This design comes from an exercise in tuning for a short achievable clock period, few clock cycles and low power on the open sky130 flow, not from production work.
Where RTL was checked, it was by simulation tests only, not by an equivalence proof against the original.
For runs 1 to 4, only the layout was checked, not whether the RTL still works.
Power is estimated from default activity; no workload was simulated.

**design/flow/run.sh**
```bash
#!/bin/bash
# synth_recipe.tcl (not shown) runs the flow's synth.tcl, then flattens the netlist and writes it again
# the make line also repeats each setting of config.mk as NAME=value (left out here)
make -C /OpenROAD-flow-scripts/flow DESIGN_CONFIG=/design/flow/config.mk WORK_HOME=/design/flow/orfs CLKGATE_MAP_FILE= SYNTH_SCRIPT=/design/flow/synth_recipe.tcl finish
```
**design/flow/config.mk**
```make
export PLATFORM = sky130hd
export DESIGN_NAME = core_top
export DESIGN_NICKNAME = core_top
export VERILOG_FILES = /design/flow/design.v
export SDC_FILE = /design/flow/constraint.sdc
export NUM_CORES = 4
export LEC_CHECK = 0
export CAP_MARGIN = 20
export CORE_MARGIN = 2
export CORE_UTILIZATION = 40
export SETUP_SLACK_MARGIN = 5
export SLEW_MARGIN = 20
```
**design/flow/constraint.sdc**
```tcl
create_clock -name core_clock -period 8.0 [get_ports {clk}]
set_input_delay 1.6000 -clock core_clock [delete_from_list [all_inputs] [get_ports {clk}]]
set_output_delay 1.6000 -clock core_clock [all_outputs]
set_load 0.01 [all_outputs]
```
**design/flow/design.v**
```verilog
package cpu_pkg;
    parameter int WORD_W    = 16;
    parameter int BYTE_W    = 8;
    parameter int PADDR_W   = 20;
    parameter int REG_IDX_W = 3;
endpackage
`timescale 1ns/100ps
import cpu_pkg::*;
module core_top #(
    parameter logic [cpu_pkg::PADDR_W-1:0] CODE_BASE   = '0,
    parameter logic [cpu_pkg::PADDR_W-1:0] DATA_BASE   = 20'h01000,
    parameter logic [cpu_pkg::PADDR_W-1:0] STACK_BASE  = 20'h02000,
    parameter logic [cpu_pkg::WORD_W-1:0]  SP_INIT     = 16'h0100,
    parameter int                          QUEUE_DEPTH = 4
) (
    input  logic                        clk,
    input  logic                        rst,
    output logic [cpu_pkg::PADDR_W-1:0] rom_addr,
    input  logic [cpu_pkg::BYTE_W-1:0]  rom_data,
    output logic                        mem_en,
    output logic                        mem_we,
    output logic [cpu_pkg::PADDR_W-1:0] mem_addr,
    output logic [cpu_pkg::WORD_W-1:0]  mem_wdata,
    input  logic [cpu_pkg::WORD_W-1:0]  mem_rdata,
    output logic                        halted
);
    localparam int PC_W = 12;
    localparam int MA_W = 17;
    localparam logic [2:0] S_OP    = 3'd0;
    localparam logic [2:0] S_MODRM = 3'd1;
    localparam logic [2:0] S_D1    = 3'd2;
    localparam logic [2:0] S_D2    = 3'd3;
    localparam logic [2:0] S_HALT  = 3'd4;
    localparam logic [2:0] K_IMM  = 3'd1;
    localparam logic [2:0] K_RR   = 3'd2;
    localparam logic [2:0] K_LD   = 3'd3;
    localparam logic [2:0] K_ST   = 3'd4;
    localparam logic [2:0] K_PUSH = 3'd5;
    localparam logic [2:0] K_POP  = 3'd6;
    logic [PC_W-1:0]    pc;
    logic [2:0]         st;
    logic               run;
    logic               f_two;      
    logic               f_sext;     
    logic               f_opd;      
    logic               f_opw;      
    logic               x_valid;
    logic [2:0]         x_kind;
    logic [2:0]         x_wp;       
    logic               x_lo;       
    logic               x_hi;       
    logic [2:0]         x_sp;       
    logic               x_shi;      
    logic [4:0]         x_use;      
    logic [WORD_W-1:0]  x_data;     
    logic               m_en;
    logic               m_we;
    logic [MA_W-1:0]    m_a;
    logic [WORD_W-1:0]  m_wd;
    logic               ld1_v;
    logic [2:0]         ld1_dst;
    logic               ld2_v;
    logic [2:0]         ld2_dst;
    logic [WORD_W-1:0]  regs [8];
    logic               is_imm, is_rr, is_ld, is_st, is_push, is_pop, is_mem;
    logic               use_src, is_wr, xw;
    logic               haz1, haz2;
    logic               stall;
    logic               go;
    logic               fen;
    logic               fwd;
    logic [WORD_W-1:0]  rv;
    logic [BYTE_W-1:0]  rb;
    logic [WORD_W-1:0]  xv;
    logic [WORD_W-1:0]  base_b;
    logic [WORD_W-1:0]  base_i;
    logic [WORD_W-1:0]  ea;
    logic [MA_W-1:0]    addr;
    assign is_imm  = (x_kind == K_IMM);
    assign is_rr   = (x_kind == K_RR);
    assign is_ld   = (x_kind == K_LD);
    assign is_st   = (x_kind == K_ST);
    assign is_push = (x_kind == K_PUSH);
    assign is_pop  = (x_kind == K_POP);
    assign is_mem  = is_ld | is_st | is_push | is_pop;
    assign use_src = is_rr | is_st | is_push;
    assign is_wr   = is_imm | is_rr;
    assign xw      = x_lo & x_hi;
    function automatic logic base_hit(input logic [4:0] use_, input logic [2:0] r);
        base_hit = (use_[0] && r == 3'd3) || (use_[1] && r == 3'd5) ||
                   (use_[2] && r == 3'd6) || (use_[3] && r == 3'd7) ||
                   (use_[4] && r == 3'd4);
    endfunction
    assign haz1  = ld1_v && ((use_src && x_sp == ld1_dst) ||
                             (is_wr && x_wp == ld1_dst) ||
                             base_hit(x_use, ld1_dst));
    assign haz2  = ld2_v && base_hit(x_use, ld2_dst);
    assign stall = x_valid && (haz1 || haz2);
    assign go    = x_valid && !stall;
    assign fen   = run && !stall;
    assign fwd = ld2_v && (x_sp == ld2_dst);
    assign rv  = fwd ? mem_rdata : regs[x_sp];
    assign rb  = x_shi ? rv[15:8] : rv[7:0];
    always_comb begin
        if (is_imm) xv = xw ? x_data : {x_data[7:0], x_data[7:0]};
        else        xv = xw ? rv : {rb, rb};
    end
    function automatic logic [WORD_W-1:0] ks_add(input logic [WORD_W-1:0] x,
                                                 input logic [WORD_W-1:0] y);
        logic [WORD_W-1:0] g, p, g2, p2;
        g = x & y;
        p = x ^ y;
        for (int d = 1; d < WORD_W; d = d * 2) begin
            g2 = g;
            p2 = p;
            for (int i = d; i < WORD_W; i++) begin
                g2[i] = g[i] | (p[i] & g[i-d]);
                p2[i] = p[i] & p[i-d];
            end
            g = g2;
            p = p2;
        end
        ks_add = (x ^ y) ^ {g[WORD_W-2:0], 1'b0};
    endfunction
    assign base_b = ({WORD_W{x_use[0]}} & regs[3]) |
                    ({WORD_W{x_use[1]}} & regs[5]) |
                    ({WORD_W{x_use[4]}} & regs[4]);
    assign base_i = ({WORD_W{x_use[2]}} & regs[6]) |
                    ({WORD_W{x_use[3]}} & regs[7]);
    assign ea = ks_add(base_b ^ base_i ^ x_data,
                       {(base_b[14:0] & base_i[14:0]) | (base_b[14:0] & x_data[14:0]) |
                        (base_i[14:0] & x_data[14:0]), 1'b0});
    assign addr = {1'b0, ea} + ((is_push || is_pop) ? MA_W'(STACK_BASE) : MA_W'(DATA_BASE));
    always_ff @(posedge clk) begin
        m_a     <= addr;
        m_we    <= is_st || is_push;
        m_wd    <= rv;
        ld1_dst <= x_wp;
        ld2_dst <= ld1_dst;
    end
    always_ff @(posedge clk or negedge rst) begin
        if (!rst) begin
            m_en  <= 1'b0;
            ld1_v <= 1'b0;
            ld2_v <= 1'b0;
        end else begin
            m_en  <= go && is_mem;
            ld1_v <= go && (is_ld || is_pop);
            ld2_v <= ld1_v;
        end
    end
    always_ff @(posedge clk or negedge rst) begin
        if (!rst) begin
            for (int i = 0; i < 8; i++) begin
                regs[i] <= (i == 4) ? SP_INIT : '0;
            end
        end else begin
            for (int i = 0; i < 8; i++) begin
                if (i == 4 && go && is_push) begin
                    regs[i] <= regs[i] - WORD_W'(2);
                end else if (i == 4 && go && is_pop) begin
                    regs[i] <= regs[i] + WORD_W'(2);
                end else begin
                    if (go && is_wr && x_lo && x_wp == 3'(i)) begin
                        regs[i][7:0] <= xv[7:0];
                    end else if (ld2_v && ld2_dst == 3'(i)) begin
                        regs[i][7:0] <= mem_rdata[7:0];
                    end
                    if (go && is_wr && x_hi && x_wp == 3'(i)) begin
                        regs[i][15:8] <= xv[15:8];
                    end else if (ld2_v && ld2_dst == 3'(i)) begin
                        regs[i][15:8] <= mem_rdata[15:8];
                    end
                end
            end
        end
    end
    logic [BYTE_W-1:0]  b;
    logic               done;
    logic [1:0]         skip;
    logic               direct;
    assign b = rom_data;
    assign direct = (b[7:6] == 2'b00) && (b[2:0] == 3'b110);
    always_comb begin
        done = 1'b0;
        skip = 2'd0;
        case (st)
            S_OP:    done = (b[7:4] == 4'h5);
            S_MODRM: begin
                done = (b[7:6] == 2'b11) ||
                       (f_opw && b[7:6] == 2'b00 && b[2:0] != 3'b110);
                if (!f_opw && b[7:6] != 2'b11) begin
                    skip = (b[7:6] == 2'b01) ? 2'd1 :
                           (b[7:6] == 2'b10 || direct) ? 2'd2 : 2'd0;
                end
            end
            S_D1:    done = !f_two;
            S_D2:    done = 1'b1;
            default: done = 1'b0;
        endcase
    end
    always_ff @(posedge clk or negedge rst) begin
        if (!rst) begin
            pc      <= '0;
            st      <= S_OP;
            run     <= 1'b1;
            x_valid <= 1'b0;
        end else begin
            run     <= run && (st != S_HALT);
            x_valid <= stall || (fen && done);
            if (fen) begin
                pc <= pc + PC_W'(skip) + PC_W'(1);
                case (st)
                    S_OP: begin
                        if (b[7:2] == 6'b100010)           st <= S_MODRM;
                        else if (b[7:4] == 4'hB)           st <= S_D1;
                        else if (b == 8'hA1 || b == 8'hA3) st <= S_D1;
                        else if (b == 8'hF4)               st <= S_HALT;
                    end
                    S_MODRM: begin
                        if (!done && skip == 2'd0 && (f_opw || b[7:6] == 2'b11)) st <= S_D1;
                        else                                                   st <= S_OP;
                    end
                    S_D1: begin
                        st <= f_two ? S_D2 : S_OP;
                    end
                    default: st <= S_OP;
                endcase
            end
        end
    end
    always_ff @(posedge clk) begin
        if (fen) begin
            case (st)
                S_OP: begin
                    f_opd  <= b[1];
                    f_opw  <= b[0];
                    f_sext <= 1'b0;
                    f_two  <= 1'b1;
                    x_wp   <= b[2:0];
                    x_sp   <= b[2:0];
                    x_shi  <= 1'b0;
                    x_lo   <= 1'b1;
                    x_hi   <= 1'b1;
                    x_use  <= 5'b10000;
                    x_data <= b[3] ? 16'h0000 : 16'hFFFE;
                    if (b[7:4] == 4'hB) begin
                        x_kind <= K_IMM;
                        f_two  <= b[3];
                        if (!b[3]) begin
                            x_wp <= {1'b0, b[1:0]};
                            x_lo <= !b[2];
                            x_hi <= b[2];
                        end
                    end else if (b[7:4] == 4'h5) begin
                        x_kind <= b[3] ? K_POP : K_PUSH;
                    end else begin
                        x_kind <= b[1] ? K_ST : K_LD;
                        x_wp   <= 3'd0;
                        x_sp   <= 3'd0;
                        x_use  <= 5'b00000;
                    end
                end
                S_MODRM: begin
                    f_sext <= (b[7:6] == 2'b01);
                    f_two  <= (b[7:6] != 2'b01);
                    x_data <= '0;
                    if (b[7:6] == 2'b11) begin
                        x_kind <= K_RR;
                        if (f_opw) begin
                            x_wp  <= f_opd ? b[5:3] : b[2:0];
                            x_sp  <= f_opd ? b[2:0] : b[5:3];
                            x_shi <= 1'b0;
                            x_lo  <= 1'b1;
                            x_hi  <= 1'b1;
                        end else begin
                            x_wp  <= {1'b0, f_opd ? b[4:3] : b[1:0]};
                            x_sp  <= {1'b0, f_opd ? b[1:0] : b[4:3]};
                            x_shi <= f_opd ? b[2] : b[5];
                            x_lo  <= !(f_opd ? b[5] : b[2]);
                            x_hi  <= f_opd ? b[5] : b[2];
                        end
                    end else begin
                        x_kind <= f_opd ? K_LD : K_ST;
                        x_wp   <= b[5:3];
                        x_sp   <= b[5:3];
                    end
                    case (b[2:0])
                        3'd0:    x_use <= 5'b00101;
                        3'd1:    x_use <= 5'b01001;
                        3'd2:    x_use <= 5'b00110;
                        3'd3:    x_use <= 5'b01010;
                        3'd4:    x_use <= 5'b00100;
                        3'd5:    x_use <= 5'b01000;
                        3'd6:    x_use <= direct ? 5'b00000 : 5'b00010;
                        default: x_use <= 5'b00001;
                    endcase
                    if (b[7:6] == 2'b11) x_use <= 5'b00000;
                end
                S_D1: begin
                    x_data[7:0] <= b;
                    if (f_sext) x_data[15:8] <= {BYTE_W{b[7]}};
                end
                S_D2: begin
                    x_data[15:8] <= b;
                end
                default: ;
            endcase
        end
    end
    assign rom_addr  = PADDR_W'(CODE_BASE << 4) + PADDR_W'(pc);
    assign mem_en    = m_en;
    assign mem_we    = m_we;
    assign mem_addr  = PADDR_W'(m_a);
    assign mem_wdata = m_wd;
    assign halted    = !run || (st == S_HALT && !m_en);
endmodule
```
==> impl_results.md, run 1 <==
* Clock tree from TritonCTS: done
* Largest net degree at the start of global routing at 86
* Cells taking the most area after synthesis: sky130_fd_sc_hd__dfrtp_1 (25%), sky130_fd_sc_hd__mux2i_1 (10%), sky130_fd_sc_hd__edfxtp_1 (7.7%)
* Area of all placed cells without fillers at 17,700 um2
* Global-route track usage on met3 at 3.89%
* Part of the total power dissipated in combinational logic at 7.1%
* Largest clock skew in the final design at 0.0188 ns
* Netlist area before placement at 14,300 um2
* Total count of hold-check failures in the final report at 0
* Mux cell area share after synthesis at 14.6%
* Series of cell instances along the critical path: buf_6, a222oi_1, fa_2, inv_2, ha_4, inv_2, fa_2, nor2b_2, o31a_1, o211ai_1, a21oi_2, o31ai_4, xnor2_2, inv_1, fa_2, xor2_1
* Highest achievable clock rate at ~0.25 GHz
* Most frequent cells in the layout: sky130_fd_sc_hd__mux2i_1 (146), sky130_fd_sc_hd__dfrtp_1 (140), sky130_fd_sc_hd__nor2_1 (126)
* Area leader, netlist: sky130_fd_sc_hd__dfrtp_1
* P_sw at about 0.64 mW
* Critical hold path startpoint: ld1_dst[0]$_DFF_P_
* Slew at the pin closest to its max-slew limit at between 1 and 1.5 ns
* Final Instance Count excl. Fillers at around 2,100
* GRT Max-Usage Layer: met2
* Max-slew violation total from the final report at 0
* H-Tree Level Count at 1
* Synthesis-to-layout area growth at 23.5%
* Worst r2r src: x_use[1]$_SDFFCE_PP0P_
* Global-route usage over all layers at approximately a quarter
* Ys flop type: sky130_fd_sc_hd__dfrtp_1
* Worst r2r dst: m_a[14]$_DFF_P_
* Drt first pass iters at 6
* Switching share of power at 24.9%
* R2R setup slack at around 4.0 ns
* Row count at 69
* Flip-flop and latch count after synthesis at approximately 230
* Rel. slew slack at about a tenth
* Die footprint at 37,400 um2
* Setup repair after global routing missed its margin: yes
* Signal arrival time at the worst endpoint at 4.46 ns
* Number of standard cells after synthesis at about 1,500
* Routed Antenna Nets at 0
* Core area at 35,500 um2
* TritonCTS Sinks at 225
* Post-synthesis cell type count at 92
* Fraction of layout cells with a size suffix above 1 at approximately 23%
* Fin crit period at a little over 4 ns
* Share of synthesized flip-flops with an asynchronous set or reset at 65.8%
* Clk slew on worst S/H paths at 0.06 ns
* Final cycle utilization of the critical path at between 50% and 60%
* WP data required at around 8.4 ns
* Path class of the lowest-slack min-delay path: reg -> reg
* Final number of setup-violating endpoints at 0
* Worst reg-to-reg path cell count at 16
* Synth top area share at between 20% and 30%
* Master cell of the clock root buffer: sky130_fd_sc_hd__clkbuf_16
* Count of hold-fix buffers inserted at cts at 0
* Register area share after synthesis at just under 40%
* Clock share of power at 46.0%
* Final RePlAce weighted congestion at 0.941
* Maximum fanout along the worst path at 6
* I/O Pins at 85
* Crit-path most repeated cell: sky130_fd_sc_hd__fa_2
* Final Routed Wirelength at 49.9 mm
* Via Count at 12,800
* Worst stage delay on the critical path at around 0.57 ns
* Power Density at 145 nW/um2
* Initial antenna violation count at 0
* Post-route worst hold slack at 0.419 ns
* Fraction of the mapped netlist area in compound gates at roughly 18%
* Antenna Diode Count at 0
* Yosys warning total at 2
* Largest family of logic cells by synthesized area: compound AO/OA/AOI/OAI gates
* Detailed-route DRC error count at 0
* Met1 demand-to-capacity share in global routing at 33.5%
* Hpwl dp at between 30 and 40 mm
* Width of the chip at 193 um
* Outcome: no timing/DRC/antenna violations
* Setup TNS at 0 ns
* Routed WL per cell at 23.9 um
* Nets at 1,668
* Sum of overflow across all layers after global routing at 0
* Leak pwr at around 8 nW
* Sequential Power Share at about 47%
* Number of vias per cell after detailed routing at 6.15
* Leading cell type in the layout, fill and taps excluded: sky130_fd_sc_hd__mux2i_1
* Startpoint Class: flop
* Number of placed instances with taps included at roughly 1,900
* Effective utilization at floorplan at between 40% and 50%
* Num CTS Buffers at 26
* Maxcap violations at 0
* Per-instance average area after synthesis at 9.59 um2
* Largest vdd supply drop at around 180 uV
* Input/output buffers at 73
* Die boundary height at 193 um
* Hold-critical path depth at 0
* Critical path capture point type: flop
* Worst Hold Path EP: ld2_dst[0]$_DFF_P_
* Maximum number of buffers from clock root to sink at 3
* DP Worst Slack at 3.72 ns
* Cell-internal power at approximately 1.9 mW
* Smallest setup slack after layout at between 3 and 4 ns
* Area share of xor/xnor cells in the synthesized design at 2.44%
* Arithmetic-cell share of the synthesized area counting full adders, half adders and majority gates at 4.26%
* Slowest cell on crit path: sky130_fd_sc_hd__a222oi_1
* Share of the core filled with cells at around half
* Post-synthesis simple-gate area fraction at between 15 and 20%
* Total design power at 2.57 mW
* Clock latency at the later pin of the worst-skew pair at about 0.56 ns
* Vias in the first global route at 12,200
* Placed cell area at 15,400 um2
* Post-synth EDFFs at 37
* Path type of the worst setup path: reg -> reg
* Grt met2 use at 42.4%
* Global-route wire length before repair at between 70 and 80 mm
* Detailed router's first-iteration violation count at 1,209
==> cell families (layout without fill, tap and decap cells) <==
logic type / Yosys count / after routing
fa+ha+maj: 38 / 38
buf+inv: 189 / 303
xor+xnor: 40 / 40
simple gates: 430 / 431
other cells: 1 / 11
mux: 201 / 201
flops: 225 / 225
compound gates: 373 / 375
==> flip-flops by register name, summed over array words and instances, names as in the netlist, 5 cells and up <==
name,count
x_use,5
m_a,17
regs,128
pc,12
x_data,16
m_wd,16
==> repair_timing <==
action,CTS,global route
endpoints found under the setup margin,231,145
setup buffers,58,38
gates resized for setup,167,78
pin swaps,33,34
cloned,2,1
==> area by class of cell <==
type / count / area, um2
clock buffers: 33 / 718
clock inverters: 15 / 111
fillers: 3194 / 17800
inverters: 60 / 229
multi-input cells: 1096 / 8630
flip-flops and latches: 225 / 5630
well taps: 461 / 577
repair buffers: 195 / 1820
==> critical path: cells and delay by family (launching register included) <==
kind	cells	cell delay, ns
compound gates	5	1.52
fa+ha+maj	4	1.11
xor+xnor	2	0.33
buf+inv	4	0.38
simple gates	1	0.05
flops	1	0.53
==> how the worst max path moves through the flow <==
stage                                      start              end  slack, ns
final                     x_use[1]$_SDFFCE_PP0P_  m_a[14]$_DFF_P_       3.96
after global routing      x_use[0]$_SDFFCE_PP0P_  m_a[14]$_DFF_P_       3.85
after CTS                 x_use[1]$_SDFFCE_PP0P_  m_a[14]$_DFF_P_       3.96
after detailed placement  x_use[0]$_SDFFCE_PP0P_  m_a[16]$_DFF_P_       3.72
after global placement    x_use[0]$_SDFFCE_PP0P_  m_a[16]$_DFF_P_       3.80
after floorplan           x_use[0]$_SDFFCE_PP0P_  m_a[16]$_DFF_P_       4.27
==> power groups by stage <==
stage	Combinational (mW)	Sequential, mW	Clock (mW)
finish	0.183	1.21	1.18
floorplan	0.103	1.22	0
global route	0.201	1.21	1.24
CTS	0.179	1.20	1.20
detailed placement	0.178	1.23	0
global placement	0.176	1.23	0
==> Yosys cell counts, drive strengths merged, types with 12 or more instances <==
library cell,count
a211oi,14
a21oi,115
a221oi,21
a222oi,16
a22o,16
and3,28
buf,65
clkbuf,64
dfrtp,146
dfxtp,40
edfxtp,37
fa,18
ha,20
inv,60
mux2,52
mux2i,149
nand2,74
nand2b,17
nand3,40
nand4,12
nor2,132
nor2b,20
nor3,36
nor3b,12
nor4,12
o21ai,61
or3,16
xnor2,29
==> per-layer routing <==
layer / routed length, um / vias to the layer above
li1: - / 5725
met1: 20800 / 6370
met2: 23500 / 590
met3: 3370 / 141
met4: 2340 / 0
met5: 0 / -
==> run 2, diff against run 1 <==
--- a/design/flow/config.mk
+++ b/design/flow/config.mk
@@ -9,4 +9,5 @@
 export CORE_MARGIN = 2
 export CORE_UTILIZATION = 40
+export CTS_BUF_LIST = sky130_fd_sc_hd__clkbuf_8
 export SETUP_SLACK_MARGIN = 5
 export SLEW_MARGIN = 20
==> run 2 against run 1 <==
  * Die area did not move
  * First-iteration DRC count fell by 3.1%
  * Cell count rose by 1.3%
  * Synthesized area did not move
  * Via count rose by 0.90%
  * Worst setup slack got worse by 0.016 ns
  * Critical path depth rose by 1
==> impl_results.md, run 2 <==
* Sum of overflow across all layers after global routing at 0 (unchanged)
* Fin crit period at 4.06 ns (+0.0156 ns)
* Vias in the first global route at 12,400 (+1.3%)
* Final number of setup-violating endpoints at 0 (unchanged)
* Slowest cell on crit path: sky130_fd_sc_hd__fa_2
* Maximum fanout along the worst path at 4 (-2)
* Top register by number of flip-flops: regs
* Largest vdd supply drop at 118 uV (-34%)
* Total count of hold-check failures in the final report at 0 (unchanged)
* Yosys warning total at 2 (unchanged)
* Worst r2r src: x_use[1]$_SDFFCE_PP0P_
* Number of vias per cell after detailed routing at 6.12 (-0.44%)
* Worst reg-to-reg path cell count at 17 (+1)
* Antenna Diode Count at 0 (unchanged)
* Delay-heaviest family, CP: adder cells
* End point of the critical path: m_a[15]$_DFF_P_
* Path type of the worst setup path: reg -> reg
* Worst r2r dst: m_a[15]$_DFF_P_
* Final RePlAce weighted congestion at 0.941 (unchanged)
* Startpoint Class: flop
* Share of synthesized flip-flops with an asynchronous set or reset at 65.8% (unchanged)
* WP data required at 8.44 ns (+0.02 ns)
* Detailed-route DRC error count at 0 (unchanged)
* Per-instance average area after synthesis at 9.59 um2 (unchanged)
* Area leader, netlist: sky130_fd_sc_hd__dfrtp_1
* Fraction of layout cells with a size suffix above 1 at 23.3% (+0.52 points)
* Global-route wire length before repair at 75.2 mm (+0.97%)
* Nets at 1,683 (+0.90%)
* Total number of cells along the worst setup path at 17 (+1)
* Routed WL per cell at 24.3 um (+1.5%)
* Most frequent cells in the layout: sky130_fd_sc_hd__mux2i_1 (147), sky130_fd_sc_hd__dfrtp_1 (140), sky130_fd_sc_hd__nor2_1 (125)
* Initial antenna violation count at 0 (unchanged)
* Slew at the pin closest to its max-slew limit at 1.20 ns (-0.140 ns)
* CP Launch Point: x_use[1]$_SDFFCE_PP0P_
* Path class of the lowest-slack min-delay path: reg -> reg
* Leading cell type in the layout, fill and taps excluded: sky130_fd_sc_hd__mux2i_1
* Number of flip-flops in the largest register at 128 (unchanged)
* Max-slew violation total from the final report at 0 (unchanged)
* Worst stage delay on the critical path at 0.57 ns (about the same)
* Clock latency at the later pin of the worst-skew pair at 0.58 ns (+0.02 ns)
* Drt first pass iters at 6 (unchanged)
* Synth top area share at 25.5% (unchanged)
* Maximum number of buffers from clock root to sink at 3 (unchanged)
* Flip-flop and latch count after synthesis at 225 (unchanged)
* Post-synth EDFFs at 37 (unchanged)
* Highest achievable clock rate at 0.246 GHz (-0.39%)
* Width of the chip at 193 um (unchanged)
* Rel. slew slack at 19.6% (+9.4 points)
* Critical path capture point type: flop
* Ys flop type: sky130_fd_sc_hd__dfrtp_1
* Hpwl dp at 34.6 mm (unchanged)
* Buf/Inv on CP at 3 (-1)
* Series of cell instances along the critical path: buf_4, a222oi_1, inv_1, fa_2, ha_4, inv_2, fa_2, nor2b_2, o31a_1, o211ai_1, a21oi_2, o31ai_4, xnor2_2, ha_1, a21oi_1, nor2_1, xor2_1
* Post-synthesis cell type count at 92 (unchanged)
* Area of all placed cells without fillers at 17,800 um2 (+0.24%)
* Top-count cell post-synth: sky130_fd_sc_hd__mux2i_1
* Final cycle utilization of the critical path at 50.7% (+0.20 points)
* Cells taking the most area after synthesis: sky130_fd_sc_hd__dfrtp_1 (25%), sky130_fd_sc_hd__mux2i_1 (10%), sky130_fd_sc_hd__edfxtp_1 (7.7%)
* Routed Antenna Nets at 0 (unchanged)
* Setup TNS at 0 ns (unchanged)
* I/O Pins at 85 (unchanged)
* Num CTS Buffers at 43 (+65%)
* Commonest cells in the netlist: sky130_fd_sc_hd__mux2i_1 (147), sky130_fd_sc_hd__dfrtp_1 (146), sky130_fd_sc_hd__nor2_1 (131)
* Die boundary height at 193 um (unchanged)
* Die footprint at 37,400 um2 (unchanged)
* Setup repair after global routing missed its margin: yes
* Count of hold-fix buffers inserted at cts at 0 (unchanged)
* Effective utilization at floorplan at 40.4% (unchanged)
* Via Count at 12,900 (+0.90%)
* Registers with the most flip-flops: regs: 128 flops, m_a: 17 flops
* Largest net degree at the start of global routing at 86 (unchanged)
* H-Tree Level Count at 2 (+1)
* Synthesis-to-layout area growth at 23.8%
* Signal arrival time at the worst endpoint at 4.50 ns (+0.04 ns)
* Placed cell area at 15,400 um2 (unchanged)
* Outcome: no timing/DRC/antenna violations
* Global-route usage over all layers at 25.9% (+0.35 points)
* Power Density at 144 nW/um2 (-0.73%)
* R2R setup slack at 3.94 ns (-0.02 ns)
* Core area at 35,500 um2 (unchanged)
* Detailed router's first-iteration violation count at 1,172 (-3.1%)
* Crit-path most repeated cell: sky130_fd_sc_hd__fa_2
* Leak pwr at 7.83 nW (+0.38%)
* Row count at 69 (unchanged)
* Largest clock skew in the final design at 0.0356 ns (+0.0168 ns)
* Number of standard cells after synthesis at 1,497 (unchanged)
* Clock tree from TritonCTS: done
* Register area share after synthesis at 39.2% (unchanged)
* Final Routed Wirelength at 51.3 mm (+2.8%)
* Filler Cells Inserted at 3,223 (+0.91%)
* Maxcap violations at 0 (unchanged)
* TritonCTS Sinks at 225 (unchanged)
* Master cell of the clock root buffer: sky130_fd_sc_hd__clkbuf_8
* Clk slew on worst S/H paths at 0.06 ns (about the same)
* Input/output buffers at 73 (unchanged)
* Netlist area before placement at 14,300 um2 (unchanged)
* Critical hold path startpoint: ld1_v$_DFF_PN0_
## run 2: final cells by class
cell class                 count  area [um2]  share of cell area, %
clock inverter                25         138                  0.775
inverter                      60         229                   1.29
tap                          461         577                   3.25
clock buffer                  53         729                   4.11
sequential                   225        5640                   31.7
multi-input combinational   1097        8660                   48.7
timing repair buffer         192        1790                   10.1
## run 2: logic make-up (layout without fill, tap and decap cells)
kind of cell    after synthesis  after routing  synth area share (%)
simple gates                430            432                  15.6
compound gates              373            375                  18.2
flops                       225            225                  39.2
mux                         201            201                  14.6
buf+inv                     189            330                  5.71
xor+xnor                     40             40                  2.44
fa+ha+maj                    38             38                  4.26
other cells                   1             11                0.0261
## run 2: worst min-delay path by stage
stage | end | cells past startpoint
floorplan | ld2_dst[1]$_DFF_P_ | 0
global placement | ld2_v$_DFF_PN0_ | 0
detailed placement | ld2_v$_DFF_PN0_ | 0
CTS | ld2_v$_DFF_PN0_ | 0
global route | ld2_v$_DFF_PN0_ | 0
finish | ld2_v$_DFF_PN0_ | 0
## run 2: worst reg2reg max path: cells and delay by family, from the launching register on
kind                     cells  cell delay, ns
AO/OA/AOI/OAI                6            1.22
XOR/XNOR                     2            0.31
adder cells (fa/ha/maj)      4            1.37
buffers and inverters        3            0.35
flip-flops                   1            0.48
AND/OR/NAND/NOR              2            0.22
## run 2: power breakdown
part | leakage [nW] | total [mW] | internal [mW] | switching [mW]
logic | 4.82 | 0.182 | 0.0745 | 0.108
registers | 2.51 | 1.21 | 1.19 | 0.0193
clock network | 0.494 | 1.17 | 0.632 | 0.538
total | 7.83 | 2.56 | 1.89 | 0.665
## run 2: timing repair
item,CTS,global route
endpoints found under the setup margin,239,161
pin swaps,33,36
gates cloned,2,3
buffers inserted,52,40
gates resized for setup,173,67
## run 2: layer usage
layer,global-route usage (%),wire [um],up-vias
li1,-,-,5754
met1,32.6,20900,6418
met2,42.6,24000,604
met3,5.20,3910,165
met4,12.4,2550,0
met5,0,0,-
## run 2: stage by stage
step                      power (mW)  worst slack, ns  hold slack [ns]  utilization [%]  cells
after floorplan                 1.33             4.27            0.329                -   1507
after global placement          1.40             3.80            0.384             43.3   1938
after detailed placement        1.41             3.72            0.388             43.3   1938
after CTS                       2.56             4.00            0.407             48.1   2070
after global routing            2.65             3.85            0.429             50.0   2113
final                           2.56             3.94            0.424             50.0   2113
==> run 3, diff against run 2 <==
--- a/design/flow/design.v
+++ b/design/flow/design.v
@@ -41,4 +41,5 @@
     logic [2:0]         st;
     logic               run;
+    logic               halted_q;
     logic               f_two;      
     logic               f_sext;     
@@ -75,5 +76,11 @@
     logic [WORD_W-1:0]  base_b;
     logic [WORD_W-1:0]  base_i;
-    logic [WORD_W-1:0]  ea;
+    logic [WORD_W-1:0]  cs_s;
+    logic [WORD_W-1:0]  cs_c;
+    logic [WORD_W-1:0]  lo13;
+    logic [3:0]         hs;
+    logic [4:0]         seg;
+    logic [4:0]         top0;
+    logic [4:0]         top1;
     logic [MA_W-1:0]    addr;
     assign is_imm  = (x_kind == K_IMM);
@@ -128,8 +135,13 @@
     assign base_i = ({WORD_W{x_use[2]}} & regs[6]) |
                     ({WORD_W{x_use[3]}} & regs[7]);
-    assign ea = ks_add(base_b ^ base_i ^ x_data,
-                       {(base_b[14:0] & base_i[14:0]) | (base_b[14:0] & x_data[14:0]) |
-                        (base_i[14:0] & x_data[14:0]), 1'b0});
-    assign addr = {1'b0, ea} + ((is_push || is_pop) ? MA_W'(STACK_BASE) : MA_W'(DATA_BASE));
+    assign cs_s = base_b ^ base_i ^ x_data;
+    assign cs_c = {(base_b[14:0] & base_i[14:0]) | (base_b[14:0] & x_data[14:0]) |
+                   (base_i[14:0] & x_data[14:0]), 1'b0};
+    assign lo13 = ks_add({4'd0, cs_s[11:0]}, {4'd0, cs_c[11:0]});
+    assign hs   = cs_s[15:12] + cs_c[15:12];
+    assign seg  = (is_push || is_pop) ? 5'(STACK_BASE >> 12) : 5'(DATA_BASE >> 12);
+    assign top0 = {1'b0, hs} + seg;
+    assign top1 = {1'b0, hs + 4'd1} + seg;
+    assign addr = {lo13[12] ? top1 : top0, lo13[11:0]};
     always_ff @(posedge clk) begin
         m_a     <= addr;
@@ -205,7 +217,10 @@
             st      <= S_OP;
             run     <= 1'b1;
+            halted_q <= 1'b0;
             x_valid <= 1'b0;
         end else begin
             run     <= run && (st != S_HALT);
+            halted_q <= !run || (st == S_HALT) ||
+                        (fen && st == S_OP && b == 8'hF4 && !(go && is_mem));
             x_valid <= stall || (fen && done);
             if (fen) begin
@@ -314,4 +329,4 @@
     assign mem_addr  = PADDR_W'(m_a);
     assign mem_wdata = m_wd;
-    assign halted    = !run || (st == S_HALT && !m_en);
+    assign halted    = halted_q;
 endmodule
--- a/design/flow/config.mk
+++ b/design/flow/config.mk
@@ -9,5 +9,4 @@
 export CORE_MARGIN = 2
 export CORE_UTILIZATION = 40
-export CTS_BUF_LIST = sky130_fd_sc_hd__clkbuf_8
 export SETUP_SLACK_MARGIN = 5
 export SLEW_MARGIN = 20
==> run 3 against run 2 <==
  * Utilization decreased by 0.74 points
  * First-iteration DRC count rose by 39%
  * Worst setup slack lost 0.12 ns
  * Die area grew 0.49%
  * Sequential share of layout area is 0.44 points higher
  * Count of clock-buffer cells in the layout fell by 13
  * Critical path depth is 2 lower
  * Cell count rose by 0.71%
  * Critical endpoint is now m_a[14]$_DFF_P_
==> impl_results.md, run 3 <==
* Post-route worst hold slack at 0.462 ns (+0.0382 ns)
* Leak pwr at 7.68 nW (-1.9%)
* Width of the chip at 194 um (+0.25%)
* Netlist area before placement at 14,400 um2 (+0.51%)
* Share of synthesized flip-flops with an asynchronous set or reset at 65.9% (+0.15 points)
* Final Instance Count excl. Fillers at 2,128 (+0.71%)
* Final number of setup-violating endpoints at 0 (unchanged)
* Post-synthesis cell type count at 93 (+1.1%)
* Detailed router's first-iteration violation count at 1,626 (+39%)
* Power Density at 147 nW/um2 (+2.3%)
* Area of the multi-input gates at 8590 um2 (-0.75%)
* Vias in the first global route at 12,500 (+0.69%)
* Global-route wire length before repair at 78.3 mm (+4.2%)
* Highest achievable clock rate at 0.239 GHz (-3.0%)
* Max-slew violation total from the final report at 0 (unchanged)
* Number of standard cells after synthesis at 1,564 (+4.5%)
* Setup repair after global routing missed its margin: yes
* Final RePlAce weighted congestion at 0.957 (+1.7%)
* Synth top area share at 25.5% (+0.045 points)
* Core area at 35,600 um2 (+0.24%)
* Fin crit period at 4.18 ns (+0.125 ns)
* Series of cell instances along the critical path: buf_6, buf_12, a222oi_1, inv_1, fa_1, ha_4, and3_4, nand3_4, a31oi_4, xor2_1, ha_2, inv_2, fa_2, xnor2_2, xnor2_1
* Critical path capture point type: flop
* Outcome: no timing/DRC/antenna violations
* Synthesis-to-layout area growth at 21.6%
* Registers with the most flip-flops: regs: 128 flops, m_a: 17 flops
* Antenna Diode Count at 0 (unchanged)
* Largest clock skew in the final design at 0.0210 ns (-0.0146 ns)
* Via Count at 13,200 (+1.9%)
* Master cell of the clock root buffer: sky130_fd_sc_hd__clkbuf_16
* Nets at 1,711 (+1.7%)
* Path type of the worst setup path: reg -> reg
* Slew at the pin closest to its max-slew limit at 1.14 ns (-0.0583 ns)
* Maximum number of buffers from clock root to sink at 3 (unchanged)
* Post-synth EDFFs at 37 (unchanged)
* Input/output buffers at 73 (unchanged)
* Slowest cell on crit path: sky130_fd_sc_hd__a222oi_1
* Count of hold-fix buffers inserted at cts at 0 (unchanged)
* Hpwl dp at 35.3 mm (+2.1%)
* Initial antenna violation count at 1 (+1)
* Detailed-route DRC error count at 0 (unchanged)
* Largest net degree at the start of global routing at 81 (-5.8%)
* Rel. slew slack at 23.7% (+4.1 points)
* Commonest cells in the netlist: sky130_fd_sc_hd__nand2_1 (204), sky130_fd_sc_hd__dfrtp_1 (147), sky130_fd_sc_hd__o21ai_0 (112)
* Leading cell type in the layout, fill and taps excluded: sky130_fd_sc_hd__nand2_1
* Fraction of layout cells with a size suffix above 1 at 20.3% (-3.0 points)
* Num CTS Buffers at 28 (-35%)
* Sum of overflow across all layers after global routing at 0 (unchanged)
* Clk slew on worst S/H paths at 0.06 ns (about the same)
* Routed WL per cell at 24.8 um (+2.0%)
* Clock tree from TritonCTS: done
* Routed Antenna Nets at 0 (unchanged)
* Filler Cells Inserted at 3,331 (+3.4%)
* TritonCTS Sinks at 226 (+0.44%)
* WP data required at 8.45 ns (about the same)
* Number of placed instances with taps included at 1,998 (+3.1%)
* Final Routed Wirelength at 52.7 mm (+2.7%)
* Final cycle utilization of the critical path at 52.3% (+1.6 points)
* Buf/Inv on CP at 4 (+1)
* Area taken by flip-flops and latches at 5640 um2 (+0.13%)
* Area leader, netlist: sky130_fd_sc_hd__dfrtp_1
* Number of vias per cell after detailed routing at 6.20 (+1.2%)
* Clock latency at the later pin of the worst-skew pair at 0.57 ns (about the same)
* Number of flip-flops in the largest register at 128 (unchanged)
* Cells taking the most area after synthesis: sky130_fd_sc_hd__dfrtp_1 (26%), sky130_fd_sc_hd__edfxtp_1 (7.7%), sky130_fd_sc_hd__mux2_2 (5.9%)
* Maximum fanout along the worst path at 6 (+2)
* Signal arrival time at the worst endpoint at 4.63 ns (+0.13 ns)
* R2R setup slack at 3.82 ns (-0.12 ns)
* Setup TNS at 0 ns (unchanged)
* Ys flop type: sky130_fd_sc_hd__dfrtp_1
* Path class of the lowest-slack min-delay path: reg -> reg
* Worst stage delay on the critical path at 0.72 ns (+0.15 ns)
* H-Tree Level Count at 1 (-1)
* Total count of hold-check failures in the final report at 0 (unchanged)
* Per-instance average area after synthesis at 9.22 um2 (-3.8%)
* Drt first pass iters at 7 (+1)
* Die boundary height at 194 um (+0.25%)
* Flip-flop and latch count after synthesis at 226 (+0.44%)
* Effective utilization at floorplan at 40.5% (+0.11 points)
* Top register by number of flip-flops: regs
* Register area share after synthesis at 39.1% (about the same)
* Row count at 69 (unchanged)
* I/O Pins at 85 (unchanged)
* Largest vdd supply drop at 138 uV (+17%)
* Top-count cell post-synth: sky130_fd_sc_hd__nand2_1
* Yosys warning total at 2 (unchanged)
* Most frequent cells in the layout: sky130_fd_sc_hd__nand2_1 (200), sky130_fd_sc_hd__dfrtp_1 (147), sky130_fd_sc_hd__o21ai_0 (104)
* Maxcap violations at 0 (unchanged)
* Global-route usage over all layers at 27.2% (+1.3 points)
* Startpoint Class: flop
* Die footprint at 37,600 um2 (+0.49%)
* Delay-heaviest family, CP: adder cells
## run 3: area by class of cell
type / instances / share of cell area (%)
multi-input cells: 1155 / 49.0
flip-flops and latches: 226 / 32.2
repair buffers: 162 / 8.58
clock buffers: 40 / 4.66
well taps: 461 / 3.29
inverters: 72 / 1.56
clock inverters: 12 / 0.749
## run 3: cell families (layout without fill, tap and decap cells)
kind of cell,Yosys count,count (layout),synth area share [%]
AOI/OAI and AO/OA,421,424,19.6
muxes,143,143,11.2
xor gates and xnor gates,47,47,2.85
other,1,11,0.0260
and+or+nand+nor,489,490,16.5
DFF,226,226,39.1
buffers and inverters,197,286,6.19
adders and majority gates,40,40,4.46
## run 3: final timing paths
path,end,from,depth (start not counted)
max in group asynchronous,pc[6]$_DFFE_PN0P_,rst,2
max reg2reg,m_a[14]$_DFF_P_,x_use[1]$_SDFFCE_PP0P_,15
min,ld2_dst[1]$_DFF_P_,ld1_dst[1]$_DFF_P_,0
min in group asynchronous,regs[7][3]$_DFFE_PN0P_,rst,1
min reg2reg,ld2_dst[1]$_DFF_P_,ld1_dst[1]$_DFF_P_,0
max,m_a[14]$_DFF_P_,x_use[1]$_SDFFCE_PP0P_,15
## run 3: through the flow
step	util (%)	instance area [um2]	power (mW)	setup WS (ns)
floorplan	-	14500	1.24	4.40
global placement	43.1	15300	1.29	3.75
detailed placement	43.1	15300	1.29	3.61
CTS	48.0	17100	2.60	4.09
global route	49.3	17500	2.66	3.82
finish	49.3	17500	2.58	3.82
## run 3: repair_timing
action	CTS	global route
setup buffers	49	24
cloned	2	3
setup endpoints to repair	237	121
endpoints found under the hold margin	0	0
pin swaps	49	24
resized for setup	140	63
## run 3: per-layer routing
layer / up-vias / track usage [%] / share of wire (%)
met5: - / 0 / 0
met4: 0 / 13.8 / 5.8
met3: 188 / 5.11 / 9.2
met2: 728 / 41.9 / 44
met1: 6453 / 36.5 / 41
li1: 5822 / - / -
## run 3: power breakdown
group          leakage (nW)  switching, mW  internal, mW
sequential             2.53        0.00449          1.17
clock                 0.463          0.520         0.800
combinational          4.68         0.0618        0.0276
total                  7.68          0.586          2.00
==> run 4, diff against run 3 <==
--- a/design/flow/config.mk
+++ b/design/flow/config.mk
@@ -8,5 +8,8 @@
 export CAP_MARGIN = 20
 export CORE_MARGIN = 2
-export CORE_UTILIZATION = 40
+export CORE_UTILIZATION = 65
+export CTS_CLUSTER_DIAMETER = 100
+export CTS_CLUSTER_SIZE = 25
+export PLACE_DENSITY = 0.75
 export SETUP_SLACK_MARGIN = 5
 export SLEW_MARGIN = 20
==> run 4 against run 3 <==
  * Still clean
  * Flip-flop and latch count unchanged
  * Global-route usage rose by 14 points
  * Cell count shrank 9.9%
  * Total power shrank 22%
  * Via count increased by 1.1%
  * Wire length decreased by 5.3%
  * Register-to-register slack gained 0.25 ns
  * First-iteration DRC count grew 1.5%
  * Fmax grew 6.4%
  * Clock power fell by 43%
  * Critical path type unchanged
  * Critical endpoint unchanged
  * Largest cell class unchanged
  * Highest routed layer unchanged
==> impl_results.md, run 4 <==
* Per-instance average area after synthesis at 9.22 um2 (unchanged)
* Vias in the first global route at 12,600 (+0.83%)
* Critical hold path startpoint: pc[11]$_DFFE_PN0P_
* Clock tree from TritonCTS: done
* Cells taking the most area after synthesis: sky130_fd_sc_hd__dfrtp_1 (26%), sky130_fd_sc_hd__edfxtp_1 (7.7%), sky130_fd_sc_hd__mux2_2 (5.9%)
* I/O Pins at 85 (unchanged)
* Critical path capture point type: flop
* Via Count at 13,300 (+1.1%)
* Number of vias per cell after detailed routing at 6.95 (+12%)
* Input/output buffers at 73 (unchanged)
* Global-route usage over all layers at 40.9% (+14 points)
* Ys flop type: sky130_fd_sc_hd__dfrtp_1
* Count of hold-fix buffers inserted at cts at 0 (unchanged)
* Die boundary height at 153 um (-21%)
* Setup TNS at 0 ns (unchanged)
* Hold-critical path depth at 1 (+1)
* Clk slew on worst S/H paths at 0.11 ns (+0.05 ns)
* Detailed router's first-iteration violation count at 1,651 (+1.5%)
* Die footprint at 23,400 um2 (-38%)
* Drt first pass iters at 10 (+3)
* Power Density at 120 nW/um2 (-18%)
* Worst r2r src: x_use[4]$_SDFFCE_PP0P_
* Initial antenna violation count at 0 (-1)
* Synthesis-to-layout area growth at 16.4%
* Slew at the pin closest to its max-slew limit at 1.13 ns (-0.0108 ns)
* Worst r2r dst: m_a[14]$_DFF_P_
* Total count of hold-check failures in the final report at 0 (unchanged)
* Area leader, netlist: sky130_fd_sc_hd__dfrtp_1
* Largest net degree at the start of global routing at 79 (-2.5%)
* Maxcap violations at 0 (unchanged)
* Register area share after synthesis at 39.1% (unchanged)
* Final Routed Wirelength at 49.9 mm (-5.3%)
* Share of synthesized flip-flops with an asynchronous set or reset at 65.9% (unchanged)
* Startpoint Class: flop
* Post-route worst hold slack at 0.477 ns (+0.0156 ns)
* Yosys warning total at 2 (unchanged)
* Flip-flop and latch count after synthesis at 226 (unchanged)
* H-Tree Level Count at 1 (unchanged)
* Largest clock skew in the final design at 0.0422 ns (+0.0212 ns)
* Path type of the worst setup path: reg -> reg
* Leading cell type in the layout, fill and taps excluded: sky130_fd_sc_hd__nand2_1
* Antenna Diode Count at 0 (unchanged)
* Routed Antenna Nets at 0 (unchanged)
* Maximum fanout along the worst path at 7 (+1)
* Setup repair after global routing missed its margin: yes
* Max-slew violation total from the final report at 0 (unchanged)
* Maximum number of buffers from clock root to sink at 3 (unchanged)
* Top-count cell post-synth: sky130_fd_sc_hd__nand2_1
* Number of standard cells after synthesis at 1,564 (unchanged)
* Effective utilization at floorplan at 66.1% (+26 points)
* Clock latency at the later pin of the worst-skew pair at 0.51 ns (-0.06 ns)
* Worst Hold Path EP: pc[11]$_DFFE_PN0P_
* Post-synth EDFFs at 37 (unchanged)
* Commonest cells in the netlist: sky130_fd_sc_hd__nand2_1 (204), sky130_fd_sc_hd__dfrtp_1 (147), sky130_fd_sc_hd__o21ai_0 (112)
* Path class of the lowest-slack min-delay path: reg -> reg
* Final number of setup-violating endpoints at 0 (unchanged)
* TritonCTS Sinks at 226 (unchanged)
* Registers with the most flip-flops: regs: 128 flops, m_a: 17 flops
* Routed WL per cell at 26.0 um (+5.0%)
* Detailed-route DRC error count at 0 (unchanged)
* Final cycle utilization of the critical path at 49.1% (-3.1 points)
* Hpwl dp at 33.6 mm (-4.8%)
* Number of flip-flops in the largest register at 128 (unchanged)
* Post-synthesis cell type count at 93 (unchanged)
* Nets at 1,699 (-0.70%)
* Master cell of the clock root buffer: sky130_fd_sc_hd__clkbuf_16
* Placed cell area at 15,100 um2 (-1.6%)
* Netlist area before placement at 14,400 um2 (unchanged)
* Sum of overflow across all layers after global routing at 0 (unchanged)
* Fin crit period at 3.93 ns (-0.251 ns)
* Width of the chip at 153 um (-21%)
* Signal arrival time at the worst endpoint at 4.32 ns (-0.31 ns)
* Most frequent cells in the layout: sky130_fd_sc_hd__nand2_1 (202), sky130_fd_sc_hd__dfrtp_1 (147), sky130_fd_sc_hd__o21ai_0 (105)
* Num CTS Buffers at 13 (-54%)
* Outcome: no timing/DRC/antenna violations
* Row count at 54 (-22%)
* Fraction of layout cells with a size suffix above 1 at 19.6% (-0.74 points)
* Synth top area share at 25.5% (unchanged)
* WP data required at 8.39 ns (-0.06 ns)
* Core area at 21,800 um2 (-39%)
* Global-route wire length before repair at 74.3 mm (-5.2%)
* R2R setup slack at 4.07 ns (+0.25 ns)
* Final RePlAce weighted congestion at 0.988 (+3.2%)
* Area of all placed cells without fillers at 16,800 um2 (-4.3%)
* Leak pwr at 7.36 nW (-4.2%)
* Highest achievable clock rate at 0.254 GHz (+6.4%)
* Top register by number of flip-flops: regs
* Rel. slew slack at 24.6% (+0.89 points)
* Worst reg-to-reg path cell count at 15 (unchanged)
* Largest vdd supply drop at 169 uV (+23%)
==> run 4: cell counts after synthesis <==
No cell type changed its count.
==> run 4: routing by layer <==
metal,routed length (um),share of wire [%],GRT usage (%)
met1,18500,37,54.4
met2,21700,43,62.8
met3,5650,11,8.22
met4,4010,8.0,23.5
met5,0,0,0
==> run 4: logic make-up after synthesis <==
group | after synthesis | share of synthesized area [%]
adders and majority gates | 40 | 4.46
and+or+nand+nor | 489 | 16.5
other | 1 | 0.0260
muxes | 143 | 11.2
AOI/OAI and AO/OA | 421 | 19.6
buffers and inverters | 197 | 6.19
DFF | 226 | 39.1
xor gates and xnor gates | 47 | 2.85
==> run 4: what timing repair did <==
| action | CTS | global route |
|---|---|---|
| endpoints found under the setup margin | 205 | 123 |
| setup buffers | 48 | 29 |
| cloned | 2 | 3 |
| pin swaps | 37 | 27 |
| gates resized for setup | 102 | 73 |
==> run 4: worst max path at each step <==
stage | from | endpoint | slack, ns
floorplan | x_use[1]$_SDFFCE_PP0P_ | m_a[14]$_DFF_P_ | 4.40
global placement | x_use[4]$_SDFFCE_PP0P_ | m_a[15]$_DFF_P_ | 3.97
detailed placement | x_use[4]$_SDFFCE_PP0P_ | m_a[14]$_DFF_P_ | 3.87
CTS | x_use[4]$_SDFFCE_PP0P_ | m_a[14]$_DFF_P_ | 4.25
global route | x_use[4]$_SDFFCE_PP0P_ | m_a[14]$_DFF_P_ | 4.02
finish | x_use[4]$_SDFFCE_PP0P_ | m_a[14]$_DFF_P_ | 4.07
==> run 4: critical path: stages, from the launching register on <==
cell                       delay [ns]
sky130_fd_sc_hd__edfxtp_1        0.48
sky130_fd_sc_hd__buf_6           0.19
sky130_fd_sc_hd__a222oi_1        0.47
sky130_fd_sc_hd__inv_1           0.14
sky130_fd_sc_hd__fa_1            0.53
sky130_fd_sc_hd__ha_4            0.30
sky130_fd_sc_hd__o21ai_2         0.06
sky130_fd_sc_hd__o21ai_2         0.17
sky130_fd_sc_hd__nand3_2         0.14
sky130_fd_sc_hd__a31oi_4         0.22
sky130_fd_sc_hd__xor2_1          0.19
sky130_fd_sc_hd__ha_2            0.22
sky130_fd_sc_hd__inv_2           0.04
sky130_fd_sc_hd__fa_2            0.36
sky130_fd_sc_hd__xnor2_2         0.15
sky130_fd_sc_hd__xnor2_1         0.14
==> run 4: area by class of cell <==
cell class / count / area [um2]
Clock buffer: 17 / 340
Clock inverter: 3 / 53.8
Fill cell: 1517 / 5040
Inverter: 72 / 270
Multi-Input combinational cell: 1154 / 8590
Sequential cell: 226 / 5650
Tap cell: 280 / 350
Timing Repair Buffer: 166 / 1530
==> run 4: report_power, final <==
part,switching [mW],internal (mW),leakage (nW)
Combinational,0.0610,0.0290,4.64
Sequential,0.00476,1.17,2.53
Clock,0.416,0.342,0.186
==> run 4: through the flow <==
| step | util (%) | setup WS [ns] | total power [mW] | std cells |
|---|---|---|---|---|
| finish | 76.9 | 4.07 | 2.02 | 1918 |
| global route | 76.9 | 4.02 | 2.06 | 1918 |
| CTS | 74.5 | 4.25 | 2.01 | 1885 |
| detailed placement | 69.2 | 3.87 | 1.28 | 1815 |
| global placement | 69.2 | 3.97 | 1.28 | 1815 |
| floorplan | - | 4.40 | 1.24 | 1574 |
==> run 5, diff against run 4 <==
--- a/design/flow/design.v
+++ b/design/flow/design.v
@@ -79,6 +79,7 @@
     logic [WORD_W-1:0]  cs_c;
     logic [WORD_W-1:0]  lo13;
-    logic [3:0]         hs;
-    logic [4:0]         seg;
+    logic [WORD_W-1:0]  hs;
+    logic [WORD_W-1:0]  spa;
+    logic [4:0]         sp_top;
     logic [4:0]         top0;
     logic [4:0]         top1;
@@ -130,18 +131,22 @@
         ks_add = (x ^ y) ^ {g[WORD_W-2:0], 1'b0};
     endfunction
-    assign base_b = ({WORD_W{x_use[0]}} & regs[3]) |
-                    ({WORD_W{x_use[1]}} & regs[5]) |
-                    ({WORD_W{x_use[4]}} & regs[4]);
-    assign base_i = ({WORD_W{x_use[2]}} & regs[6]) |
-                    ({WORD_W{x_use[3]}} & regs[7]);
+    function automatic logic [4:0] inc4(input logic [3:0] h);
+        inc4 = {&h[3:0], h[3] ^ (&h[2:0]), h[2] ^ (&h[1:0]), h[1] ^ h[0], !h[0]};
+    endfunction
+    assign base_b = ({WORD_W{x_use[0]}} & regs[3]) | ({WORD_W{x_use[1]}} & regs[5]);
+    assign base_i = ({WORD_W{x_use[2]}} & regs[6]) | ({WORD_W{x_use[3]}} & regs[7]);
     assign cs_s = base_b ^ base_i ^ x_data;
     assign cs_c = {(base_b[14:0] & base_i[14:0]) | (base_b[14:0] & x_data[14:0]) |
                    (base_i[14:0] & x_data[14:0]), 1'b0};
     assign lo13 = ks_add({4'd0, cs_s[11:0]}, {4'd0, cs_c[11:0]});
-    assign hs   = cs_s[15:12] + cs_c[15:12];
-    assign seg  = (is_push || is_pop) ? 5'(STACK_BASE >> 12) : 5'(DATA_BASE >> 12);
-    assign top0 = {1'b0, hs} + seg;
-    assign top1 = {1'b0, hs + 4'd1} + seg;
-    assign addr = {lo13[12] ? top1 : top0, lo13[11:0]};
+    assign hs   = ks_add({12'd0, cs_s[15:12]}, {12'd0, cs_c[15:12]});
+    assign top0 = inc4(hs[3:0]);
+    assign top1 = inc4(4'(inc4(hs[3:0])));
+    assign spa  = is_push ? regs[4] - WORD_W'(2) : regs[4];
+    assign sp_top = 5'({1'b0, spa[15:12]} + 5'(STACK_BASE >> 12));
+    always_comb begin
+        if (is_push || is_pop) addr = {sp_top, spa[11:0]};
+        else                   addr = {lo13[12] ? top1 : top0, lo13[11:0]};
+    end
     always_ff @(posedge clk) begin
         m_a     <= addr;
@@ -193,4 +198,8 @@
     logic               direct;
     assign b = rom_data;
+    assign f_opd  = x_shi;
+    assign f_opw  = x_lo;
+    assign f_sext = (x_kind != K_IMM) && x_shi;
+    assign f_two  = (x_kind == K_IMM) ? (x_lo && x_hi) : !x_shi;
     assign direct = (b[7:6] == 2'b00) && (b[2:0] == 3'b110);
     always_comb begin
@@ -249,8 +258,4 @@
             case (st)
                 S_OP: begin
-                    f_opd  <= b[1];
-                    f_opw  <= b[0];
-                    f_sext <= 1'b0;
-                    f_two  <= 1'b1;
                     x_wp   <= b[2:0];
                     x_sp   <= b[2:0];
@@ -262,5 +267,4 @@
                     if (b[7:4] == 4'hB) begin
                         x_kind <= K_IMM;
-                        f_two  <= b[3];
                         if (!b[3]) begin
                             x_wp <= {1'b0, b[1:0]};
@@ -276,8 +280,10 @@
                         x_use  <= 5'b00000;
                     end
+                    if (b[7:2] == 6'b100010) begin
+                        x_shi <= b[1];
+                        x_lo  <= b[0];
+                    end
                 end
                 S_MODRM: begin
-                    f_sext <= (b[7:6] == 2'b01);
-                    f_two  <= (b[7:6] != 2'b01);
                     x_data <= '0;
                     if (b[7:6] == 2'b11) begin
@@ -300,4 +306,5 @@
                         x_wp   <= b[5:3];
                         x_sp   <= b[5:3];
+                        x_shi  <= (b[7:6] == 2'b01);
                     end
                     case (b[2:0])
--- a/design/flow/config.mk
+++ b/design/flow/config.mk
@@ -8,8 +8,5 @@
 export CAP_MARGIN = 20
 export CORE_MARGIN = 2
-export CORE_UTILIZATION = 65
-export CTS_CLUSTER_DIAMETER = 100
-export CTS_CLUSTER_SIZE = 25
-export PLACE_DENSITY = 0.75
+export CORE_UTILIZATION = 40
 export SETUP_SLACK_MARGIN = 5
 export SLEW_MARGIN = 20
==> run 5 against run 4 <==
  * Still clean on timing, DRC and antenna
  * Non-clock buffer count decreased by 5
  * Die area increased by 62%
  * Wire length increased by 5.7%
  * Global-route usage decreased by 14 points
  * Count of clock-buffer cells in the layout increased by 14
  * Synthesized cell count decreased by 5.1%
  * Worst setup slack improved by 0.52 ns
  * Combinational power decreased by 13%
  * First-iteration DRC count decreased by 23%
  * Sequential power about the same
  * Critical path type unchanged
  * Largest power group is now clock
==> impl_results.md, run 5 <==
* Max-slew violation total from the final report at 0 (unchanged)
* Area leader, netlist: sky130_fd_sc_hd__dfrtp_1
* Core area at 35,700 um2 (+63%)
* Largest clock skew in the final design at 0.0319 ns (-0.0103 ns)
* Final number of setup-violating endpoints at 0 (unchanged)
* Buf/Inv on CP at 4 (+1)
* Top-count cell post-synth: sky130_fd_sc_hd__mux2i_1
* Die boundary height at 195 um (+27%)
* Outcome: no timing/DRC/antenna violations
* Number of flip-flops in the largest register at 128 (unchanged)
* Post-synth EDFFs at 33 (-11%)
* Count of hold-fix buffers inserted at cts at 0 (unchanged)
* Detailed router's first-iteration violation count at 1,268 (-23%)
* Total design power at 2.49 mW (+23%)
* Register area share after synthesis at 38.0% (-1.1 points)
* Synthesis-to-layout area growth at 21.9%
* Per-instance average area after synthesis at 9.79 um2 (+6.2%)
* Hpwl dp at 35.4 mm (+5.4%)
* H-Tree Level Count at 1 (unchanged)
* Startpoint Class: flop
* Total count of hold-check failures in the final report at 0 (unchanged)
* Area of all placed cells without fillers at 17,700 um2 (+5.6%)
* Highest achievable clock rate at 0.293 GHz (+15%)
* Final RePlAce weighted congestion at 0.914 (-7.5%)
* Rel. slew slack at 51.3% (+27 points)
* Flip-flop and latch count after synthesis at 222 (-1.8%)
* Most frequent cells in the layout: sky130_fd_sc_hd__mux2i_1 (249), sky130_fd_sc_hd__dfrtp_1 (144), sky130_fd_sc_hd__nand2_1 (84)
* Slowest cell on crit path: sky130_fd_sc_hd__fa_2
* Maximum number of buffers from clock root to sink at 3 (unchanged)
* Slew at the pin closest to its max-slew limit at 0.730 ns (-0.398 ns)
* Ys flop type: sky130_fd_sc_hd__dfrtp_1
* Initial antenna violation count at 1 (+1)
* Filler Cells Inserted at 3,285 (+120%)
* Share of the core filled with cells at 49.7% (-27 points)
* Commonest cells in the netlist: sky130_fd_sc_hd__mux2i_1 (249), sky130_fd_sc_hd__dfrtp_1 (147), sky130_fd_sc_hd__nand2_1 (100)
* Vias in the first global route at 12,400 (-1.3%)
* Signal arrival time at the worst endpoint at 3.89 ns (-0.43 ns)
* Final cycle utilization of the critical path at 42.6% (-6.5 points)
* Effective utilization at floorplan at 40.8% (-25 points)
* Largest vdd supply drop at 135 uV (-20%)
* Fraction of layout cells with a size suffix above 1 at 20.6% (+1.0 points)
* Nets at 1,620 (-4.6%)
* Crit-path most repeated cell: sky130_fd_sc_hd__ha_4
* TritonCTS Sinks at 222 (-1.8%)
* Placed cell area at 15,500 um2 (+2.6%)
* Synth top area share at 25.3% (-0.21 points)
* Cells taking the most area after synthesis: sky130_fd_sc_hd__dfrtp_1 (25%), sky130_fd_sc_hd__mux2i_1 (17%), sky130_fd_sc_hd__edfxtp_1 (6.8%)
* Sum of overflow across all layers after global routing at 0 (unchanged)
* Delay-heaviest family, CP: adder cells
* Num CTS Buffers at 27 (+14)
* Clock tree from TritonCTS: done
* Path type of the worst setup path: reg -> reg
* Number of placed instances with taps included at 1,917 (+5.6%)
* Row count at 69 (+28%)
* Routed Antenna Nets at 0 (unchanged)
* Setup repair after global routing missed its margin: yes
* Number of standard cells after synthesis at 1,485 (-5.1%)
* Yosys warning total at 2 (unchanged)
* Global-route usage over all layers at 26.9% (-14 points)
* Leading cell type in the layout, fill and taps excluded: sky130_fd_sc_hd__mux2i_1
* Top register by number of flip-flops: regs
* Width of the chip at 195 um (+27%)
* Post-synthesis cell type count at 87 (-6.5%)
* Final Routed Wirelength at 52.8 mm (+5.7%)
* Detailed-route DRC error count at 0 (unchanged)
* Largest net degree at the start of global routing at 60 (-24%)
* Number of vias per cell after detailed routing at 6.23 (-10%)
* Power Density at 141 nW/um2 (+17%)
* Die footprint at 37,900 um2 (+62%)
* Global-route wire length before repair at 78.1 mm (+5.2%)
* Drt first pass iters at 5 (-5)
* Master cell of the clock root buffer: sky130_fd_sc_hd__clkbuf_16
* Clock latency at the later pin of the worst-skew pair at 0.56 ns (+0.05 ns)
* WP data required at 8.48 ns (+0.09 ns)
* Netlist area before placement at 14,500 um2 (+0.82%)
* Registers with the most flip-flops: regs: 128 flops, m_a: 17 flops
* Via Count at 12,700 (-4.8%)
* I/O Pins at 85 (unchanged)
* Setup TNS at 0 ns (unchanged)
* Share of synthesized flip-flops with an asynchronous set or reset at 67.1% (+1.2 points)
* Clk slew on worst S/H paths at 0.06 ns (-0.05 ns)
* Series of cell instances along the critical path: buf_4, buf_6, a22o_1, fa_2, ha_4, inv_2, fa_2, inv_2, ha_4, ha_4, and3_4, o2bb2ai_1, nand2b_1, a21oi_1
* Critical path capture point type: flop
* Worst stage delay on the critical path at 0.61 ns (+0.08 ns)
* Final Instance Count excl. Fillers at 2,035 (+6.1%)
* Leak pwr at 7.95 nW (+8.1%)
* Maximum fanout along the worst path at 5 (-2)
* Path class of the lowest-slack min-delay path: reg -> reg
* Routed WL per cell at 25.9 um (-0.34%)
* Input/output buffers at 73 (unchanged)
* Fin crit period at 3.41 ns (-0.519 ns)
* Maxcap violations at 0 (unchanged)
run 5: where the power goes:
part           internal [mW]  switching [mW]
logic                 0.0209          0.0574
registers               1.14         0.00238
clock network          0.754           0.515
run 5: cell families after synthesis:
logic type / share of synthesized area (%)
buf+inv: 5.51
mux: 19.4
other cells: 0.0258
simple gates: 13.2
flops: 38.0
xor+xnor: 3.19
fa+ha+maj: 4.46
compound gates: 16.2
run 5: final cells by class:
type | count | area (um2) | share of cell area, %
antenna | 1 | 2.50 | 0.0141
clock buffer | 31 | 701 | 3.95
clock inverter | 18 | 194 | 1.09
inverter | 37 | 143 | 0.805
multi-input combinational | 1104 | 9110 | 51.4
sequential | 222 | 5530 | 31.2
tap | 461 | 577 | 3.26
timing repair buffer | 161 | 1460 | 8.26
run 5: per-layer routing:
layer | vias up | routed length [um] | GRT usage [%]
met3 | 136 | 4320 | 4.75
met4 | 2 | 2750 | 13.4
met2 | 595 | 23800 | 42.1
met5 | - | 16 | 0
li1 | 5568 | - | -
met1 | 6387 | 21800 | 35.9
run 5: worst paths after layout:
kind                       slack [ns]  cells after the start                    from                      end
max                              4.59                     14  x_use[3]$_SDFFCE_PP0P_          m_a[16]$_DFF_P_
min                              0.41                      0         ld1_v$_DFF_PN0_          ld2_v$_DFF_PN0_
max reg2reg                      4.59                     14  x_use[3]$_SDFFCE_PP0P_          m_a[16]$_DFF_P_
min reg2reg                      0.41                      0         ld1_v$_DFF_PN0_          ld2_v$_DFF_PN0_
max in group asynchronous        5.38                      3                     rst        pc[2]$_DFFE_PN0P_
min in group asynchronous        1.02                      1                     rst  regs[2][14]$_DFFE_PN0P_
run 5: per-stage QoR:
stage / setup WS, ns / hold WS [ns]
detailed placement: 3.99 / 0.393
global placement: 4.07 / 0.390
CTS: 4.68 / 0.417
finish: 4.59 / 0.412
floorplan: 4.83 / 0.326
global route: 4.51 / 0.418
run 5: timing repair:
| action | CTS | global route |
|---|---|---|
| setup buffers | 47 | 19 |
| gates cloned | 0 | 2 |
| gates resized for setup | 180 | 87 |
| endpoints found under the setup margin | 224 | 242 |
| endpoints found under the hold margin | 0 | 0 |
| pin swaps | 33 | 32 |
run 5: worst register-to-register path: cells and delay by family, from the launching register on:
kind	cells	cell delay, ns
AOI/OAI and AO/OA	3	0.41
adders and majority gates	5	1.82
and+or+nand+nor	2	0.24
DFF	1	0.48
buffers and inverters	4	0.40
Testbench counts of run 5, summed over its fixed seeds: cycles 31,400.

-- static timing again, ports no longer ideal --
The flow's constraints put no driver on any port. The routed layouts listed below were extracted and timed again, unchanged, in two steps.
Step 1 assumes that a clkbuf_16 drives the clock port and a buf_2 every other input.
Step 2 moves the port delays by t, midway between the first and last clock arrival at a register: inputs arrive t later, outputs are due t later. That takes back most of the time a late clock gives input paths.
Slacks: ideal / step 1 / step 2; pairs: ideal / step 1.
run | t, ns | setup WS [ns] | worst hold slack (ns) | pins driven straight from the clock port
run 1 | 0.597 | 3.959 / 3.959 / 3.959 | 0.419 / 0.419 / 0.419 | 1
run 2 | 0.615 | 3.943 / 3.943 / 3.943 | 0.424 / 0.424 / 0.424 | 1
run 3 | 0.621 | 3.818 / 3.818 / 3.818 | 0.462 / 0.462 / 0.462 | 1
run 4 | 0.541 | 4.070 / 4.070 / 4.070 | 0.477 / 0.477 / 0.477 | 1
run 5 | 0.597 | 4.589 / 4.589 / 4.474 | 0.412 / 0.412 / 0.412 | 1
After both steps setup and hold are still met in every run listed. For run 5, which loses most, drivers alone change the setup slack by 0.000 ns; drivers and shift together by -0.115 ns.
